Background: an optimization exercise with open tools, aiming at small area. Do not read the settings as production practice.
Where RTL was checked, it was by simulation tests only, not by an equivalence proof against the original.
Power and IR drop assume default switching activity.

==> flow/design.v <==
module axis_lbus_seg_packer #(
  parameter int NSEG      = 4,
  parameter int SEG_BYTES = 16
) (
  input  logic                      clk,
  input  logic                      rst_n,
  input  logic [NSEG*128-1:0]       s_axis_tdata,
  input  logic [NSEG*SEG_BYTES-1:0] s_axis_tkeep,
  input  logic                      s_axis_tlast,
  input  logic                      s_axis_tvalid,
  output logic                      s_axis_tready,
  output logic [NSEG*128-1:0]       lbus_data,
  output logic [NSEG-1:0]           lbus_ena,
  output logic [NSEG-1:0]           lbus_sop,
  output logic [NSEG-1:0]           lbus_eop,
  output logic [NSEG-1:0]           lbus_err,
  output logic [NSEG*4-1:0]         lbus_mty,
  input  logic                      lbus_rdy
);
  localparam int PW = NSEG*128 + NSEG*4 + 2;   
  logic [NSEG-1:0]   cv_ena;
  logic [NSEG*4-1:0] cv_mty;
  logic              any_en, cv_err;
  logic tready_q, skid_v_q, in_pkt_q, bad_pkt_q, out_pkt_q;
  logic [PW-1:0] cv_pay, skid_q, out_q, m_pay;
  logic          out_eop_q, out_err_q;
  assign any_en = |s_axis_tkeep;
  always_comb begin : convert
    cv_ena = '0;
    cv_mty = '0;
    for (int s = 0; s < NSEG; s++) begin
      cv_ena[s] = |s_axis_tkeep[SEG_BYTES*s +: SEG_BYTES];
      for (int b = SEG_BYTES-1; b >= 0; b--) begin
        if (s_axis_tkeep[SEG_BYTES*s + b]) cv_mty[4*s +: 4] = 4'(b);
      end
    end
    if (!any_en) begin
      cv_ena[0]   = s_axis_tlast;
      cv_mty[3:0] = {4{s_axis_tlast}};
    end
  end
  logic viol;
  always_comb begin : keep_check
    logic below, above;
    logic [NSEG-1:0] en;
    viol  = 1'b0;
    below = 1'b0;
    for (int s = 0; s < NSEG; s++) en[s] = |s_axis_tkeep[SEG_BYTES*s +: SEG_BYTES];
    for (int s = 0; s < NSEG; s++) begin
      above = 1'b0;
      for (int t = 0; t < NSEG; t++) if (t > s) above = above | en[t];
      if (en[s]) begin
        if (|(s_axis_tkeep[SEG_BYTES*s +: SEG_BYTES-1] & ~s_axis_tkeep[SEG_BYTES*s+1 +: SEG_BYTES-1])) viol = 1'b1;
        if (!s_axis_tkeep[SEG_BYTES*s] && (above || !s_axis_tlast)) viol = 1'b1;
      end else begin
        if (below && above) viol = 1'b1;
        if (above && !below && in_pkt_q) viol = 1'b1;
        if (below && !above && !s_axis_tlast) viol = 1'b1;
      end
      below = below | en[s];
    end
  end
  assign cv_err = ~any_en | bad_pkt_q | viol;
  logic [NSEG-1:0] out_ena_q, skid_ena_q, m_ena;
  logic            out_v, adv, hold, push;
  logic            out_v2_q;   
  assign out_v = |out_ena_q;
  assign adv   = ~out_v | lbus_rdy;
  assign hold  = out_v2_q & ~lbus_rdy;
  assign push  = s_axis_tvalid & tready_q & (any_en | s_axis_tlast);
  assign m_ena = ({NSEG{s_axis_tvalid & tready_q}} & cv_ena) | ({NSEG{skid_v_q}} & skid_ena_q);
  always_ff @(posedge clk or negedge rst_n) begin
    if (!rst_n) begin
      out_ena_q <= '0;
      out_v2_q  <= 1'b0;
      skid_v_q  <= 1'b0;
      tready_q  <= 1'b0;
      in_pkt_q  <= 1'b0;
      bad_pkt_q <= 1'b0;
      out_pkt_q <= 1'b0;
    end else begin
      if (adv) out_ena_q <= m_ena;
      if (adv) out_v2_q  <= |m_ena;
      skid_v_q <= ~adv & (skid_v_q | push);
      tready_q <= ~(~adv & (skid_v_q | push));
      if (push) begin
        in_pkt_q  <= ~s_axis_tlast;
        bad_pkt_q <= ~s_axis_tlast & (bad_pkt_q | viol);
      end
      if (out_v & lbus_rdy) out_pkt_q <= ~out_eop_q;
    end
  end
  assign cv_pay = {cv_err, s_axis_tlast, cv_mty, s_axis_tdata};
  assign m_pay  = ({PW{tready_q}} & cv_pay) | ({PW{skid_v_q}} & skid_q);
  always_ff @(posedge clk) begin
    skid_ena_q <= m_ena;
    skid_q     <= m_pay;
    out_q      <= (m_pay & {PW{adv}}) | (out_q & {PW{hold}});
  end
  assign out_eop_q = out_q[PW-2];
  assign out_err_q = out_q[PW-1];
  logic [NSEG-1:0] lowest, highest;
  always_comb begin
    logic seen;
    seen = 1'b0;
    for (int s = 0; s < NSEG; s++) begin
      lowest[s] = out_ena_q[s] & ~seen;
      seen      = seen | out_ena_q[s];
    end
    seen = 1'b0;
    for (int s = NSEG-1; s >= 0; s--) begin
      highest[s] = out_ena_q[s] & ~seen;
      seen       = seen | out_ena_q[s];
    end
  end
  assign s_axis_tready = tready_q;
  assign lbus_data     = out_q[NSEG*128-1:0];
  assign lbus_mty      = out_q[NSEG*128 +: NSEG*4];
  assign lbus_ena      = out_ena_q;
  assign lbus_sop      = lowest & {NSEG{~out_pkt_q}};
  assign lbus_eop      = highest & {NSEG{out_eop_q}};
  assign lbus_err      = highest & {NSEG{out_eop_q & out_err_q}};
endmodule
Settings: LEC_CHECK=0, ABC_AREA=1, CAP_MARGIN=20, CORE_AREA=4 4 636 136, DIE_AREA=0 0 640 140, SLEW_MARGIN=20; clock period 4.0 ns.
standard.sh (not shown) runs the stock make flow with config.mk's settings and CLKGATE_MAP_FILE= SYNTH_SCRIPT=/design/flow/synth_recipe.tcl, a recipe that flattens the netlist after the stock synthesis.
==> flow/flow/run.sh <==
#!/bin/bash
# Standard layout, with the port buffers made of the smallest buffer cell and a clock tree
# of small clustered buffers without dummy loads.
set -euo pipefail
bash standard.sh "BUFFER_PORTS_ARGS=-buffer_cell sky130_fd_sc_hd__buf_1" REMOVE_ABC_BUFFERS=1 \
  "CTS_ARGS=-sink_clustering_enable -repair_clock_nets -sink_clustering_size 16 -sink_clustering_max_diameter 45 -buf_list sky130_fd_sc_hd__clkbuf_8 -dont_use_dummy_load" \
  finish > run_standard.log 2>&1
The baseline passed the timing, DRC and antenna checks.
Edit:
--- a/flow/design.v
+++ b/flow/design.v
@@ -48,11 +48,12 @@
     for (int s = 0; s < NSEG; s++) en[s] = |s_axis_tkeep[SEG_BYTES*s +: SEG_BYTES];
     for (int s = 0; s < NSEG; s++) begin
       above = 1'b0;
       for (int t = 0; t < NSEG; t++) if (t > s) above = above | en[t];
       if (en[s]) begin
-        if (|(s_axis_tkeep[SEG_BYTES*s +: SEG_BYTES-1] & ~s_axis_tkeep[SEG_BYTES*s+1 +: SEG_BYTES-1])) viol = 1'b1;
+        for (int b = 0; b < SEG_BYTES-1; b++)
+          if (s_axis_tkeep[SEG_BYTES*s + b] && !s_axis_tkeep[SEG_BYTES*s + b + 1]) viol = 1'b1;
         if (!s_axis_tkeep[SEG_BYTES*s] && (above || !s_axis_tlast)) viol = 1'b1;
       end else begin
         if (below && above) viol = 1'b1;
         if (above && !below && in_pkt_q) viol = 1'b1;
         if (below && !above && !s_axis_tlast) viol = 1'b1;
Outcome: Cell count hardly moves. Count of clock-buffer cells in the layout stays the same. Sequential power hardly moves. Synthesized cell count rose by 0.44%. Cell area barely changes. Maximum frequency fell by 2.3%. Global-route usage barely changes. Clock power barely changes. Die area does not change.

---

Another version of the RTL of axis_lbus_seg_packer (not shown whole).
Size in the first run: about 2100 cells after synthesis, about 34000 sq um of cells after synthesis.
==> module axis_lbus_seg_packer, before the edit <==
module axis_lbus_seg_packer #(
  parameter int NSEG      = 4,
  parameter int SEG_BYTES = 16
) (
  input  logic                      clk,
  input  logic                      rst_n,
  input  logic [NSEG*128-1:0]       s_axis_tdata,
  input  logic [NSEG*SEG_BYTES-1:0] s_axis_tkeep,
  input  logic                      s_axis_tlast,
  input  logic                      s_axis_tvalid,
  output logic                      s_axis_tready,
  output logic [NSEG*128-1:0]       lbus_data,
  output logic [NSEG-1:0]           lbus_ena,
  output logic [NSEG-1:0]           lbus_sop,
  output logic [NSEG-1:0]           lbus_eop,
  output logic [NSEG-1:0]           lbus_err,
  output logic [NSEG*4-1:0]         lbus_mty,
  input  logic                      lbus_rdy
);
  localparam int PW = NSEG*128 + NSEG*4 + 2;   
  logic [NSEG-1:0]   cv_ena;
  logic [NSEG*4-1:0] cv_mty;
  logic              any_en, cv_err;
  logic tready_q, skid_v_q, in_pkt_q, bad_pkt_q, out_pkt_q;
  logic [PW-1:0] cv_pay, skid_q, out_q, m_pay;
  logic          out_eop_q, out_err_q;
  assign any_en = |s_axis_tkeep;
  always_comb begin : convert
    cv_ena = '0;
    cv_mty = '0;
    for (int s = 0; s < NSEG; s++) begin
      cv_ena[s] = |s_axis_tkeep[SEG_BYTES*s +: SEG_BYTES];
      for (int b = SEG_BYTES-1; b >= 0; b--) begin
        if (s_axis_tkeep[SEG_BYTES*s + b]) cv_mty[4*s +: 4] = 4'(b);
      end
    end
    if (!any_en) begin
      cv_ena[0]   = s_axis_tlast;
      cv_mty[3:0] = {4{s_axis_tlast}};
    end
  end
  logic viol;
  always_comb begin : keep_check
    logic below, above;
    logic [NSEG-1:0] en;
    viol  = 1'b0;
    below = 1'b0;
    for (int s = 0; s < NSEG; s++) en[s] = |s_axis_tkeep[SEG_BYTES*s +: SEG_BYTES];
    for (int s = 0; s < NSEG; s++) begin
      above = 1'b0;
      for (int t = 0; t < NSEG; t++) if (t > s) above = above | en[t];
      if (en[s]) begin
        for (int b = 0; b < SEG_BYTES-1; b++)
          if (s_axis_tkeep[SEG_BYTES*s + b] && !s_axis_tkeep[SEG_BYTES*s + b + 1]) viol = 1'b1;
        if (!s_axis_tkeep[SEG_BYTES*s] && (above || !s_axis_tlast)) viol = 1'b1;
      end else begin
        if (below && above) viol = 1'b1;
        if (above && !below && in_pkt_q) viol = 1'b1;
        if (below && !above && !s_axis_tlast) viol = 1'b1;
      end
      below = below | en[s];
    end
  end
  assign cv_err = ~any_en | bad_pkt_q | viol;
  logic [NSEG-1:0] out_ena_q, skid_ena_q, m_ena;
  logic            out_v, adv, push;
  assign out_v = |out_ena_q;
  assign adv   = ~out_v | lbus_rdy;
  assign push  = s_axis_tvalid & tready_q & (any_en | s_axis_tlast);
  assign m_ena = ({NSEG{s_axis_tvalid & tready_q}} & cv_ena) | ({NSEG{skid_v_q}} & skid_ena_q);
  always_ff @(posedge clk or negedge rst_n) begin
    if (!rst_n) begin
      out_ena_q <= '0;
      skid_v_q  <= 1'b0;
      tready_q  <= 1'b0;
      in_pkt_q  <= 1'b0;
      bad_pkt_q <= 1'b0;
      out_pkt_q <= 1'b0;
    end else begin
      if (adv) out_ena_q <= m_ena;
      skid_v_q <= ~adv & (skid_v_q | push);
      tready_q <= ~(~adv & (skid_v_q | push));
      if (push) begin
        in_pkt_q  <= ~s_axis_tlast;
        bad_pkt_q <= ~s_axis_tlast & (bad_pkt_q | viol);
      end
      if (out_v & lbus_rdy) out_pkt_q <= ~out_eop_q;
    end
  end
  assign cv_pay = {cv_err, s_axis_tlast, cv_mty, s_axis_tdata};
  assign m_pay  = ({PW{tready_q}} & cv_pay) | ({PW{skid_v_q}} & skid_q);
  always_ff @(posedge clk) begin
    skid_ena_q <= m_ena;
    skid_q     <= m_pay;
    if (adv) out_q <= m_pay;
  end
  assign out_eop_q = out_q[PW-2];
  assign out_err_q = out_q[PW-1];
  logic [NSEG-1:0] lowest, highest;
  always_comb begin
    logic seen;
    seen = 1'b0;
    for (int s = 0; s < NSEG; s++) begin
      lowest[s] = out_ena_q[s] & ~seen;
      seen      = seen | out_ena_q[s];
    end
    seen = 1'b0;
    for (int s = NSEG-1; s >= 0; s--) begin
      highest[s] = out_ena_q[s] & ~seen;
      seen       = seen | out_ena_q[s];
    end
  end
  assign s_axis_tready = tready_q;
  assign lbus_data     = out_q[NSEG*128-1:0];
  assign lbus_mty      = out_q[NSEG*128 +: NSEG*4];
  assign lbus_ena      = out_ena_q;
  assign lbus_sop      = lowest & {NSEG{~out_pkt_q}};
  assign lbus_eop      = highest & {NSEG{out_eop_q}};
  assign lbus_err      = highest & {NSEG{out_eop_q & out_err_q}};
endmodule
export LEC_CHECK = 0
export ABC_AREA = 1
export CAP_MARGIN = 20
export CORE_AREA = 4 4 386 386
export DIE_AREA = 0 0 390 390
export SLEW_MARGIN = 20
create_clock -name core_clock -period 4.0 [get_ports {clk}]
==> flow/flow/run.sh <==
#!/bin/bash
# Standard layout, with the port buffers made of the smallest buffer cell.
set -euo pipefail
bash standard.sh "BUFFER_PORTS_ARGS=-buffer_cell sky130_fd_sc_hd__buf_1" finish > run_standard.log 2>&1
Rerun with:
--- a/flow/design.v
+++ b/flow/design.v
@@ -62,23 +62,27 @@
     end
   end
   assign cv_err = ~any_en | bad_pkt_q | viol;
   logic [NSEG-1:0] out_ena_q, skid_ena_q, m_ena;
-  logic            out_v, adv, push;
+  logic            out_v, adv, hold, push;
+  logic            out_v2_q;   
   assign out_v = |out_ena_q;
   assign adv   = ~out_v | lbus_rdy;
+  assign hold  = out_v2_q & ~lbus_rdy;
   assign push  = s_axis_tvalid & tready_q & (any_en | s_axis_tlast);
   assign m_ena = ({NSEG{s_axis_tvalid & tready_q}} & cv_ena) | ({NSEG{skid_v_q}} & skid_ena_q);
   always_ff @(posedge clk or negedge rst_n) begin
     if (!rst_n) begin
       out_ena_q <= '0;
+      out_v2_q  <= 1'b0;
       skid_v_q  <= 1'b0;
       tready_q  <= 1'b0;
       in_pkt_q  <= 1'b0;
       bad_pkt_q <= 1'b0;
       out_pkt_q <= 1'b0;
     end else begin
       if (adv) out_ena_q <= m_ena;
+      if (adv) out_v2_q  <= |m_ena;
       skid_v_q <= ~adv & (skid_v_q | push);
       tready_q <= ~(~adv & (skid_v_q | push));
       if (push) begin
         in_pkt_q  <= ~s_axis_tlast;
@@ -91,9 +95,9 @@
   assign m_pay  = ({PW{tready_q}} & cv_pay) | ({PW{skid_v_q}} & skid_q);
   always_ff @(posedge clk) begin
     skid_ena_q <= m_ena;
     skid_q     <= m_pay;
-    if (adv) out_q <= m_pay;
+    out_q      <= (m_pay & {PW{adv}}) | (out_q & {PW{hold}});
   end
   assign out_eop_q = out_q[PW-2];
   assign out_err_q = out_q[PW-1];
   logic [NSEG-1:0] lowest, highest;
Worst setup slack gets worse by 190 ps.
Die area does not change.
Power decreases slightly.
Routed wire length increases by a little under a tenth.
Non-clock buffer count increases by 8.
Count of clock-buffer cells in the layout decreases by 8.
For the first run of this note, only the layout was checked, not whether the RTL still works.

==> what the ideal ports hide <==
In the flow no input, the clock included, has a driving cell. The finished layouts below were timed again as built, in two steps.
Step 1 assumes that a clkbuf_16 drives the clock port and a buf_2 every other input.
Step 2, shift: input delay + t, output delay - t, t = (earliest + latest rising clock arrival at the registers) / 2. This alone moves slack from input paths to output paths.
Slacks: no drivers / after step 1 / after step 2; pairs: no drivers / after step 1.
run | t, ns | slack for setup (ns) | worst setup path after step 2 | pins driven straight from the clock port
the first run of note 1 | 0.700 | 1.285 / 1.251 / 0.736 | input to register | 1
the second run of note 1 | 0.704 | 1.220 / 1.185 / 1.171 | input to register | 1
the first run of note 2 | 0.768 | 1.264 / 1.189 / 1.180 | input to register | 1
the second run of note 2 | 0.778 | 1.069 / 0.990 / 1.069 | input to register | 1
After both steps setup and hold are still met in every run listed. The setup slack of the first run of note 1, which loses most, moves by -0.034 ns with the drivers and by -0.549 ns with both steps.
